Source: an optimization exercise on an open RTL-to-GDS flow (aim: small area). Production flows keep margins and buffers that such runs may drop.
The RTL was checked by simulation tests, not by an equivalence proof against the original design.
Power and IR drop assume default switching activity.

===== flow/design.v =====
package clk_sync_pkg;
	localparam int default_nodes = 8;
	localparam int default_mbox_base = 64;  
	localparam int msg_len = 16;  
	localparam int ptr_w = 10;
	localparam int ts_w = 16;
	localparam int flags_off = 2;
	localparam int ts_off = 4;
	localparam int ts_slots = 4;
	function automatic logic [ptr_w-1:0] mbox_addr(input int base, input int node,
			input int off);
		mbox_addr = base + node * msg_len + off;
	endfunction
	function automatic logic [ptr_w-1:0] ts_addr(input int base, input int node,
			input int slot, input bit hi);
		ts_addr = mbox_addr(base, node, ts_off + 2 * slot + (hi ? 1 : 0));
	endfunction
endpackage
`timescale 1ns/100ps
module local_period_counter #(
	parameter int CYCLE_PERIOD = 1000
) (
	input  logic                          clk_i,
	input  logic                          rst_i,
	input  logic [1:0]                    snap_i,
	output logic [clk_sync_pkg::ts_w-1:0] cycle_count_o,
	output logic [clk_sync_pkg::ts_w-1:0] snap_tx_o,
	output logic [clk_sync_pkg::ts_w-1:0] snap_rx_o
);
	localparam logic [clk_sync_pkg::ts_w-1:0] last_count = CYCLE_PERIOD - 1;
	always_ff @(posedge clk_i) begin
		if (rst_i) begin
			cycle_count_o <= '0;
		end else if (cycle_count_o == last_count) begin
			cycle_count_o <= '0;  
		end else begin
			cycle_count_o <= cycle_count_o + 1'b1;
		end
	end
	always_ff @(posedge clk_i) begin
		if (rst_i) begin
			snap_tx_o <= '0;
			snap_rx_o <= '0;
		end else begin
			if (snap_i[0]) begin
				snap_tx_o <= cycle_count_o;  
			end
			if (snap_i[1]) begin
				snap_rx_o <= cycle_count_o;  
			end
		end
	end
endmodule
`timescale 1ns/100ps
module mailbox_capture #(
	parameter int NODES = clk_sync_pkg::default_nodes,
	parameter int MBOX_BASE = clk_sync_pkg::default_mbox_base
) (
	input  logic                                       clk_i,
	input  logic                                       rst_i,
	input  logic                                       rx_we_i,
	input  logic [clk_sync_pkg::ptr_w-1:0]             rx_addr_i,
	input  logic [7:0]                                 rx_data_i,
	input  logic                                       pulse_i,
	input  logic [$clog2(NODES*clk_sync_pkg::ts_slots)-1:0] rd_addr_i,
	output logic [clk_sync_pkg::ts_w-1:0]              rd_data_o,
	output logic [NODES-1:0]                           rdy_lo_o,
	output logic [NODES-1:0]                           rdy_hi_o,
	output logic [NODES*16-1:0]                       flags_o
);
	localparam int n_slots = NODES * clk_sync_pkg::ts_slots;
	logic [7:0] ts_lo_mem [n_slots];
	logic [7:0] ts_hi_mem [n_slots];
	logic [n_slots-1:0] lo_hit;
	logic [n_slots-1:0] hi_hit;
	logic [NODES-1:0] node_lo_wr;
	logic [NODES-1:0] node_hi_wr;
	logic [NODES-1:0] flag_lo_hit;
	logic [NODES-1:0] flag_hi_hit;
	logic [NODES-1:0] chain_ok;
	logic wr_en;
	assign wr_en = rx_we_i && !pulse_i;  
	always_comb begin
		for (int n = 0; n < NODES; n++) begin
			flag_lo_hit[n] = wr_en && rx_addr_i == clk_sync_pkg::mbox_addr(MBOX_BASE, n, clk_sync_pkg::flags_off);
			flag_hi_hit[n] = wr_en && rx_addr_i == clk_sync_pkg::mbox_addr(MBOX_BASE, n, clk_sync_pkg::flags_off + 1);
			for (int k = 0; k < clk_sync_pkg::ts_slots; k++) begin
				lo_hit[n*clk_sync_pkg::ts_slots+k] = wr_en && rx_addr_i == clk_sync_pkg::ts_addr(MBOX_BASE, n, k, 1'b0);
				hi_hit[n*clk_sync_pkg::ts_slots+k] = wr_en && rx_addr_i == clk_sync_pkg::ts_addr(MBOX_BASE, n, k, 1'b1);
			end
			node_lo_wr[n] = |lo_hit[n*clk_sync_pkg::ts_slots +: clk_sync_pkg::ts_slots];
			node_hi_wr[n] = |hi_hit[n*clk_sync_pkg::ts_slots +: clk_sync_pkg::ts_slots];
		end
	end
	always_comb begin
		chain_ok[0] = 1'b1;
		for (int n = 1; n < NODES; n++) begin
			chain_ok[n] = rdy_lo_o[n-1] && rdy_hi_o[n-1];
		end
	end
	always_ff @(posedge clk_i) begin
		if (rst_i) begin
			rdy_lo_o <= '0;
			rdy_hi_o <= '0;
			flags_o <= '0;
		end else if (pulse_i) begin
			rdy_lo_o <= '0;  
			rdy_hi_o <= '0;
			flags_o <= '0;
		end else begin
			for (int n = 0; n < NODES; n++) begin
				if (node_lo_wr[n] && chain_ok[n]) begin
					rdy_lo_o[n] <= 1'b1;
				end
				if (node_hi_wr[n] && chain_ok[n] && rdy_lo_o[n]) begin
					rdy_hi_o[n] <= 1'b1;
				end
				if (flag_lo_hit[n]) begin
					flags_o[n*16 +: 8] <= rx_data_i;
				end
				if (flag_hi_hit[n]) begin
					flags_o[n*16+8 +: 8] <= rx_data_i;
				end
			end
		end
	end
	always_ff @(posedge clk_i) begin
		if (rst_i) begin
			for (int i = 0; i < n_slots; i++) begin
				ts_lo_mem[i] <= '0;
				ts_hi_mem[i] <= '0;
			end
		end else begin
			for (int i = 0; i < n_slots; i++) begin
				if (lo_hit[i]) begin
					ts_lo_mem[i] <= rx_data_i;
				end
				if (hi_hit[i]) begin
					ts_hi_mem[i] <= rx_data_i;
				end
			end
		end
	end
	assign rd_data_o = {ts_hi_mem[rd_addr_i], ts_lo_mem[rd_addr_i]};
endmodule
`timescale 1ns/100ps
module link_calc #(
	parameter int NODES = clk_sync_pkg::default_nodes
) (
	input  logic                                            clk_i,
	input  logic                                            rst_i,
	input  logic                                            pulse_i,
	input  logic [clk_sync_pkg::ts_w-1:0]                   snap_tx_i,
	input  logic [clk_sync_pkg::ts_w-1:0]                   snap_rx_i,
	output logic [$clog2(NODES*clk_sync_pkg::ts_slots)-1:0] rd_addr_o,
	input  logic [clk_sync_pkg::ts_w-1:0]                   rd_data_i,
	output logic                                            res_we_o,
	output logic [$clog2(NODES)-1:0]                        res_idx_o,
	output logic [clk_sync_pkg::ts_w-1:0]                   res_delay_o,
	output logic [clk_sync_pkg::ts_w-1:0]                   res_offset_o,
	output logic                                            calc_busy_o
);
	localparam int idx_w = $clog2(NODES);
	localparam int addr_w = $clog2(NODES * clk_sync_pkg::ts_slots);
	typedef enum logic [2:0] {
		st_idle,
		st_slot0,
		st_slot1,
		st_prev2,
		st_prev3,
		st_write
	} state_t;
	state_t state_q;
	logic [idx_w-1:0] node_q;
	logic [clk_sync_pkg::ts_w-1:0] snap_tx_q;
	logic [clk_sync_pkg::ts_w-1:0] snap_rx_q;
	logic [clk_sync_pkg::ts_w-1:0] acc_delay_q;
	logic [clk_sync_pkg::ts_w-1:0] acc_offset_q;
	logic [clk_sync_pkg::ts_w-1:0] operand;
	logic [addr_w-1:0] base_addr;
	logic first_node;
	assign first_node = node_q == '0;
	assign base_addr = node_q * clk_sync_pkg::ts_slots;
	always_comb begin
		case (state_q)
			st_slot1: rd_addr_o = base_addr + 1;
			st_prev2: rd_addr_o = base_addr - 2;
			st_prev3: rd_addr_o = base_addr - 1;
			default:  rd_addr_o = base_addr;
		endcase
	end
	always_comb begin
		operand = rd_data_i;
		if (first_node && state_q == st_prev2) begin
			operand = snap_tx_q;
		end else if (first_node && state_q == st_prev3) begin
			operand = snap_rx_q;
		end
	end
	always_ff @(posedge clk_i) begin
		if (rst_i) begin
			state_q <= st_idle;
			node_q <= '0;
			snap_tx_q <= '0;
			snap_rx_q <= '0;
			acc_delay_q <= '0;
			acc_offset_q <= '0;
		end else begin
			case (state_q)
				st_idle: begin
					if (pulse_i) begin
						snap_tx_q <= snap_tx_i;
						snap_rx_q <= snap_rx_i;
						node_q <= '0;
						acc_delay_q <= '0;
						acc_offset_q <= '0;
						state_q <= st_slot0;
					end
				end
				st_slot0: begin
					acc_delay_q <= acc_delay_q + operand;
					acc_offset_q <= acc_offset_q + operand;
					state_q <= st_slot1;
				end
				st_slot1: begin
					acc_delay_q <= acc_delay_q - operand;
					acc_offset_q <= acc_offset_q + operand;
					state_q <= st_prev2;
				end
				st_prev2: begin
					acc_delay_q <= acc_delay_q - operand;
					acc_offset_q <= acc_offset_q - operand;
					state_q <= st_prev3;
				end
				st_prev3: begin
					acc_delay_q <= acc_delay_q + operand;  
					acc_offset_q <= acc_offset_q - operand;
					state_q <= st_write;
				end
				st_write: begin
					acc_delay_q <= '0;
					acc_offset_q <= '0;
					if (node_q == NODES - 1) begin
						node_q <= '0;
						state_q <= st_idle;
					end else begin
						node_q <= node_q + 1'b1;
						state_q <= st_slot0;
					end
				end
				default: state_q <= st_idle;
			endcase
		end
	end
	assign res_we_o = state_q == st_write;
	assign res_idx_o = node_q;
	assign res_delay_o = acc_delay_q;
	assign res_offset_o = acc_offset_q;
	assign calc_busy_o = state_q != st_idle;
endmodule
`timescale 1ns/100ps
module sync_report #(
	parameter int NODES = clk_sync_pkg::default_nodes
) (
	input  logic                                    clk_i,
	input  logic                                    rst_i,
	input  logic                                    pulse_i,
	input  logic [NODES-1:0]                        rdy_lo_i,
	input  logic [NODES-1:0]                        rdy_hi_i,
	input  logic [NODES*16-1:0]                     flags_i,
	input  logic                                    res_we_i,
	input  logic [$clog2(NODES)-1:0]                res_idx_i,
	input  logic [clk_sync_pkg::ts_w-1:0]           res_delay_i,
	input  logic [clk_sync_pkg::ts_w-1:0]           res_offset_i,
	output logic [NODES-1:0]                        rx_ok_o,
	output logic [NODES-1:0]                        sync_ok_o,
	output logic [NODES-1:0]                        slave_rdy_o,
	output logic [NODES-1:0]                        scope_trig_o,
	output logic [NODES*clk_sync_pkg::ts_w-1:0]     comm_delays_o,
	output logic [NODES*clk_sync_pkg::ts_w-1:0]     clock_offsets_o
);
	logic [NODES-1:0] rx_ok_d;
	logic [NODES-1:0] sync_ok_d;
	logic [NODES-1:0] slave_rdy_d;
	logic [NODES-1:0] scope_trig_d;
	always_comb begin
		rx_ok_d = rdy_lo_i & rdy_hi_i;  
		for (int n = 0; n < NODES; n++) begin
			sync_ok_d[n] = rx_ok_d[n] && flags_i[n*16+0];
			slave_rdy_d[n] = sync_ok_d[n] && flags_i[n*16+1];
			scope_trig_d[n] = rx_ok_d[n] && flags_i[n*16+2];
		end
	end
	always_ff @(posedge clk_i) begin
		if (rst_i) begin
			rx_ok_o <= '0;
			sync_ok_o <= '0;
			slave_rdy_o <= '0;
			scope_trig_o <= '0;
			comm_delays_o <= '0;
			clock_offsets_o <= '0;
		end else begin
			if (pulse_i) begin
				rx_ok_o <= rx_ok_d;
				sync_ok_o <= sync_ok_d;
				slave_rdy_o <= slave_rdy_d;
				scope_trig_o <= scope_trig_d;
			end
			if (res_we_i) begin
				comm_delays_o[res_idx_i*clk_sync_pkg::ts_w +: clk_sync_pkg::ts_w] <= res_delay_i;
				clock_offsets_o[res_idx_i*clk_sync_pkg::ts_w +: clk_sync_pkg::ts_w] <= res_offset_i;
			end
		end
	end
endmodule
`timescale 1ns/100ps
module master_sync_top #(
	parameter int NODES = clk_sync_pkg::default_nodes,
	parameter int MBOX_BASE = clk_sync_pkg::default_mbox_base,
	parameter int CYCLE_PERIOD = 1000
) (
	input  logic                                clk_i,
	input  logic                                rst_i,
	input  logic                                rx_we_i,
	input  logic [clk_sync_pkg::ptr_w-1:0]      rx_addr_i,
	input  logic [7:0]                          rx_data_i,
	input  logic                                pulse_i,
	input  logic [1:0]                          snap_i,
	output logic [clk_sync_pkg::ts_w-1:0]       cycle_count_o,
	output logic                                calc_busy_o,
	output logic [NODES-1:0]                    rx_ok_o,
	output logic [NODES-1:0]                    sync_ok_o,
	output logic [NODES-1:0]                    slave_rdy_o,
	output logic [NODES-1:0]                    scope_trig_o,
	output logic [NODES*clk_sync_pkg::ts_w-1:0] comm_delays_o,
	output logic [NODES*clk_sync_pkg::ts_w-1:0] clock_offsets_o
);
	logic [clk_sync_pkg::ts_w-1:0] snap_tx;
	logic [clk_sync_pkg::ts_w-1:0] snap_rx;
	logic [$clog2(NODES*clk_sync_pkg::ts_slots)-1:0] rd_addr;
	logic [clk_sync_pkg::ts_w-1:0] rd_data;
	logic [NODES-1:0] rdy_lo;
	logic [NODES-1:0] rdy_hi;
	logic [NODES*16-1:0] flags;
	logic res_we;
	logic [$clog2(NODES)-1:0] res_idx;
	logic [clk_sync_pkg::ts_w-1:0] res_delay;
	logic [clk_sync_pkg::ts_w-1:0] res_offset;
	local_period_counter #(.CYCLE_PERIOD(CYCLE_PERIOD)) u_local_period_counter (
		.clk_i(clk_i), .rst_i(rst_i), .snap_i(snap_i),
		.cycle_count_o(cycle_count_o), .snap_tx_o(snap_tx), .snap_rx_o(snap_rx)
	);
	mailbox_capture #(.NODES(NODES), .MBOX_BASE(MBOX_BASE)) u_mailbox_capture (
		.clk_i(clk_i), .rst_i(rst_i), .rx_we_i(rx_we_i), .rx_addr_i(rx_addr_i),
		.rx_data_i(rx_data_i), .pulse_i(pulse_i), .rd_addr_i(rd_addr),
		.rd_data_o(rd_data), .rdy_lo_o(rdy_lo), .rdy_hi_o(rdy_hi), .flags_o(flags)
	);
	link_calc #(.NODES(NODES)) u_link_calc (
		.clk_i(clk_i), .rst_i(rst_i), .pulse_i(pulse_i),
		.snap_tx_i(snap_tx), .snap_rx_i(snap_rx),
		.rd_addr_o(rd_addr), .rd_data_i(rd_data),
		.res_we_o(res_we), .res_idx_o(res_idx),
		.res_delay_o(res_delay), .res_offset_o(res_offset),
		.calc_busy_o(calc_busy_o)
	);
	sync_report #(.NODES(NODES)) u_sync_report (
		.clk_i(clk_i), .rst_i(rst_i), .pulse_i(pulse_i),
		.rdy_lo_i(rdy_lo), .rdy_hi_i(rdy_hi), .flags_i(flags),
		.res_we_i(res_we), .res_idx_i(res_idx),
		.res_delay_i(res_delay), .res_offset_i(res_offset),
		.rx_ok_o(rx_ok_o), .sync_ok_o(sync_ok_o),
		.slave_rdy_o(slave_rdy_o), .scope_trig_o(scope_trig_o),
		.comm_delays_o(comm_delays_o), .clock_offsets_o(clock_offsets_o)
	);
endmodule

===== flow/run.sh =====
#!/bin/bash
# synth_recipe.tcl (not shown) runs the flow's synth.tcl, then flattens the netlist and writes it again
# the make line also repeats each setting of config.mk as NAME=value (left out here)
make -C /OpenROAD-flow-scripts/flow DESIGN_CONFIG=/design/flow/config.mk WORK_HOME=/design/flow/orfs CLKGATE_MAP_FILE= SYNTH_SCRIPT=/design/flow/synth_recipe.tcl finish

===== flow/constraint.sdc =====
create_clock -name core_clock -period 10.0 [get_ports {clk_i}]
set_input_delay 2.0000 -clock core_clock [delete_from_list [all_inputs] [get_ports {clk_i}]]
set_output_delay 2.0000 -clock core_clock [all_outputs]
set_load 0.01 [all_outputs]

===== flow/config.mk =====
export PLATFORM = sky130hd
export DESIGN_NAME = master_sync_top
export DESIGN_NICKNAME = master_sync_top
export VERILOG_FILES = /design/flow/design.v
export SDC_FILE = /design/flow/constraint.sdc
export NUM_CORES = 4
export LEC_CHECK = 0
export CAP_MARGIN = 30
export CORE_MARGIN = 2
export CORE_UTILIZATION = 40
export SLEW_MARGIN = 30

==> reports/results.tsv <==
stage	metric	value	unit
status	status	no timing/DRC/antenna violations	
cts	clk root buf	clkbuf_16	
synthesis	top cells by area, synth	dfxtp_1 (46%), a21oi_1 (6.5%), nand2_1 (5.9%), nand3_1 (5.9%), a22oi_1 (5.7%)	
worst_setup_path	critical path type	reg2reg	
cts	CTS tree	built	
worst_setup_path	CP bufs+invs	2	
layout	Util after Layout	47.8	%
cts	cts-stage hold buffer count	0	
synthesis	Yosys top cell by area	dfxtp_1	
global_route	overall routing resource usage	31.1	%
die	# IOs	329	
worst_setup_path	Setup crit end kind	flop	
synthesis	Yosys reg bits	958	
detailed_routing	drt wl/cell	26.4	um
synthesis	average size of a mapped cell	8.30	um2
cts	Resize count post-CTS	0	
sta	clk_skew	0.0421	ns
place	GP Congestion	1.06	
die	Initial Util	40.2	%
worst_setup_path	CP Max Fanout	34	
worst_setup_path	CP Launch Type	flop	
cts	Skew-Pair Late Insertion Delay	0.73	ns
worst_setup_path	Worst path depth	26	
layout	Layout Area Growth over Synthesis	18.8	%
synthesis	Cell variety after synth	105	
worst_setup_path	critical path endpoint	u_link_calc.acc_delay_q[15]	
sta	Setup TNS	0	ns
die	die height	326	um
place	post-DP HPWL	120000	um
synthesis	fraction of registers with async set/reset	0	%
die	Cell Rows	118	
sta	crit share post-route	85.5	%
sta	Max Clk Rate	0.117	GHz
layout	fill count	10100	
worst_setup_path	max incr delay on CP	0.97	ns
cts	CTS Sinks	958	
cts	H-tree depth	3	
cts	Post-CTS Setup Bufs	0	
cts	CTS buffer count	103	
sta	final worst slack	1.45	ns
power	maximum vdd drop	0.134	mV
worst_setup_path	Critical Path Start	u_link_calc.node_q[0]	
sta	Hold WS	0.449	ns
synthesis	Synth top area share	46.1	%
sta	fin crit period	8.55	ns
layout	Layout Cells excl Fill	6578	
worst_setup_path	Worst EP arrival	9.17	ns
place	# port buffers	328	
layout	layout cells sized above 1	7.95	%
sta	Worst Tran Pin Value	1.08	ns
global_route	number of global-route vias before repair	35700	
min_path	worst min path class	reg2reg	
synthesis	sequential element share of the synthesized area	46.1	%
sta	max-slew violation count	0	
detailed_routing	vias after detailed routing	39300	
worst_setup_path	Worst Path Required	10.62	ns
worst_setup_path	RR Endpoint	u_link_calc.acc_delay_q[15]	
worst_setup_path	setup slack, reg-to-reg	1.45	ns
global_route	largest net degree at the start of global routing	217	
synthesis	Post-synth EDFFs	0	
die	die width	326	um
detailed_routing	Starting DRT DRC Count	4737	
flow_run	max_cap viols	0	
synthesis	prevailing post-synth register cell	dfxtp_1	
detailed_routing	final WL	174000	um
place	Cells after DPL	6388	
sta	Final setup violation count	0	
die	Core ar.	103000	um2
place	Setup WS pre-CTS	2.01	ns
global_route	GRT overflow	0	
layout	nets	5184	
power	PwrDens	185	nW/um2
worst_setup_path	critical path's slowest cell	a2111oi_1	
global_route	first-pass GRT wire length	250000	um
synthesis	syn nets	5079	
detailed_routing	Via density	5.97	
cts	Clock Pin Slew Worst Setup and Hold Paths	0.06	ns
cts	deepest clock path buffer count	3	
worst_setup_path	reg2reg start	u_link_calc.node_q[0]	
sta	final hold vios	0	
synthesis	Netlist Area Pre-Place	41600	um2
detailed_routing	Post-DRT Antenna Nets	0	
power	Leak Pwr	0.0163	uW
sta	RSZ-0062 raised after global routing	no	
detailed_routing	Pre-Repair DR Iteration Count	7	
die	die area	107000	um2
synthesis	yosys warns	6	
synthesis	Syn Inst Count	5011	
worst_setup_path	Crit path max-delay family	compound AO/OA/AOI/OAI gates	
worst_setup_path	worst reg2reg path depth	26	
sta	Max-slew headroom	28.1	%
detailed_routing	# DRC	0	
global_route	initial antenna violation count	7	
-- stage by stage --
step	total power, uW	area (um2)
finish	9120	49400
CTS	9140	49300
global route	9430	49400
global placement	5310	45800
floorplan	4900	41600
detailed placement	5330	46000
-- synth_stat cells, drive strengths merged, types with 30 or more instances --
library cell  count
buf              85
nand3           489
nor2b            48
a31oi            33
a22oi           317
dfxtp           958
nand2b           35
nor3             68
a21oi           537
ha               42
xor2             30
mux2i           224
nand2           659
clkbuf          366
and3             31
nand4            37
nor2            575
inv              40
o21ai            64
-- sequential cells by signal, indices dropped and copies added, names as in the netlist, 24 cells and up --
name and flops:
u_mailbox_capture.ts_lo_mem 256, u_sync_report.clock_offsets_o 128, u_mailbox_capture.ts_hi_mem 256, u_sync_report.comm_delays_o 128
u_mailbox_capture.flags_o 24
-- layout by cell type (no fill, tap or decap), types with 17 or more instances in the layout --
master,instances
clkbuf_8,18
nand4_1,35
nand3_1,488
nor3_2,17
a21oi_1,536
dfxtp_1,952
nand2_1,656
mux2i_1,224
xnor2_1,29
a32oi_1,17
and3_1,31
a22o_1,25
o21ai_0,49
buf_4,111
nand2b_1,35
a31oi_1,33
clkbuf_16,104
clkbuf_1,25
nor2_1,561
nor2b_1,33
xor2_1,30
clkdlybuf4s50_1,316
a22oi_1,317
ha_1,41
inv_1,38
nor3_1,50
-- worst register-to-register path, cell delays in order, from the launching register on --
cell and delay [ns]:
dfxtp_2 0.32, inv_2 0.32, ha_1 0.26, buf_4 0.41, nor4bb_1 0.18, o21ai_1 0.71
nand3_1 0.68, a22oi_1 0.39, o221ai_1 0.16, a2111oi_1 0.97, o21ai_1 0.41, nor3_2 0.43
nand3_1 0.18, nand2_1 0.12, xnor2_1 0.08, ha_1 0.37, and3_1 0.19, a21oi_1 0.11
o31ai_1 0.12, o41ai_1 0.54, o21a_1 0.26, o21a_1 0.19, nor2b_1 0.06, mux2_2 0.29
or2_2 0.30, o311a_1 0.29, a21oi_1 0.11
-- metal layers --
layer	global-route usage [%]	vias to the layer above	share of wire (%)
li1	-	17900	-
met1	39.7	19000	40
met2	49.8	1960	46
met3	6.05	430	8.1
met4	16.3	6	6.0
met5	0	-	0.018
-- worst min path at each step --
stage | slack [ns] | start | end | cells past startpoint
global placement | 0.44 | u_local_period_counter.snap_tx_o[0] | u_link_calc.snap_tx_q[0] | 2
global route | 0.47 | u_mailbox_capture.ts_hi_mem[8][7] | u_mailbox_capture.ts_hi_mem[8][7] | 2
CTS | 0.45 | u_mailbox_capture.ts_hi_mem[8][7] | u_mailbox_capture.ts_hi_mem[8][7] | 2
finish | 0.45 | u_mailbox_capture.ts_hi_mem[8][7] | u_mailbox_capture.ts_hi_mem[8][7] | 2
floorplan | 0.43 | u_local_period_counter.snap_rx_o[0] | u_link_calc.snap_rx_q[0] | 2
detailed placement | 0.44 | u_mailbox_capture.ts_hi_mem[8][7] | u_mailbox_capture.ts_hi_mem[8][7] | 2
-- layout make-up --
type                    instances  area (um2)  area share, %
clock inverters                37         452          0.914
diodes                          3        7.51         0.0152
inverters                      40         150          0.304
well taps                    1380        1730           3.49
flip-flops and latches        958       19200           38.8
multi-input cells            3562       20700           41.8
clock buffers                 147        2940           5.96
repair buffers                451        4290           8.68
-- power by group --
group	internal [uW]	total, uW	switching [uW]
combinational	447	1350	907
clock	2190	3850	1660
sequential	3860	3910	56.0
-- cells by family (layout without fill, tap and decap cells) --
family | after synthesis | count (layout) | synth area share, %
and+or+nand+nor | 2040 | 2040 | 22.3
AOI/OAI and AO/OA | 1176 | 1176 | 18.2
DFF | 958 | 958 | 46.1
buffers and inverters | 491 | 675 | 4.83
muxes | 243 | 243 | 5.91
xor gates and xnor gates | 59 | 59 | 1.24
adders and majority gates | 44 | 44 | 1.36
other | 0 | 3 | 0

[separate check: timing with driven ports]
The results above use ideal ports. As a check the final layout listed here was re-extracted and re-timed, cells and wires unchanged. Step 1 sets driving cells, clkbuf_16 on the clock port and buf_2 on the other inputs (assumed; they add their load-dependent delay and slew). Step 2 times the ports against the registers' clock, not the clock port: input delays grow and output delays shrink by t, the midpoint of the rising clock arrivals with the driver on. a / b / c = ideal ports / drivers / drivers and shift; a / b = the first two.
t (ns): 0.782
setup slack, ns: 1.447 / 1.447 / 1.447
worst setup path after step 2: register to register
After both steps setup and hold are still met in this run. For this run, drivers alone change the setup slack by 0.000 ns; drivers and shift together by 0.000 ns.
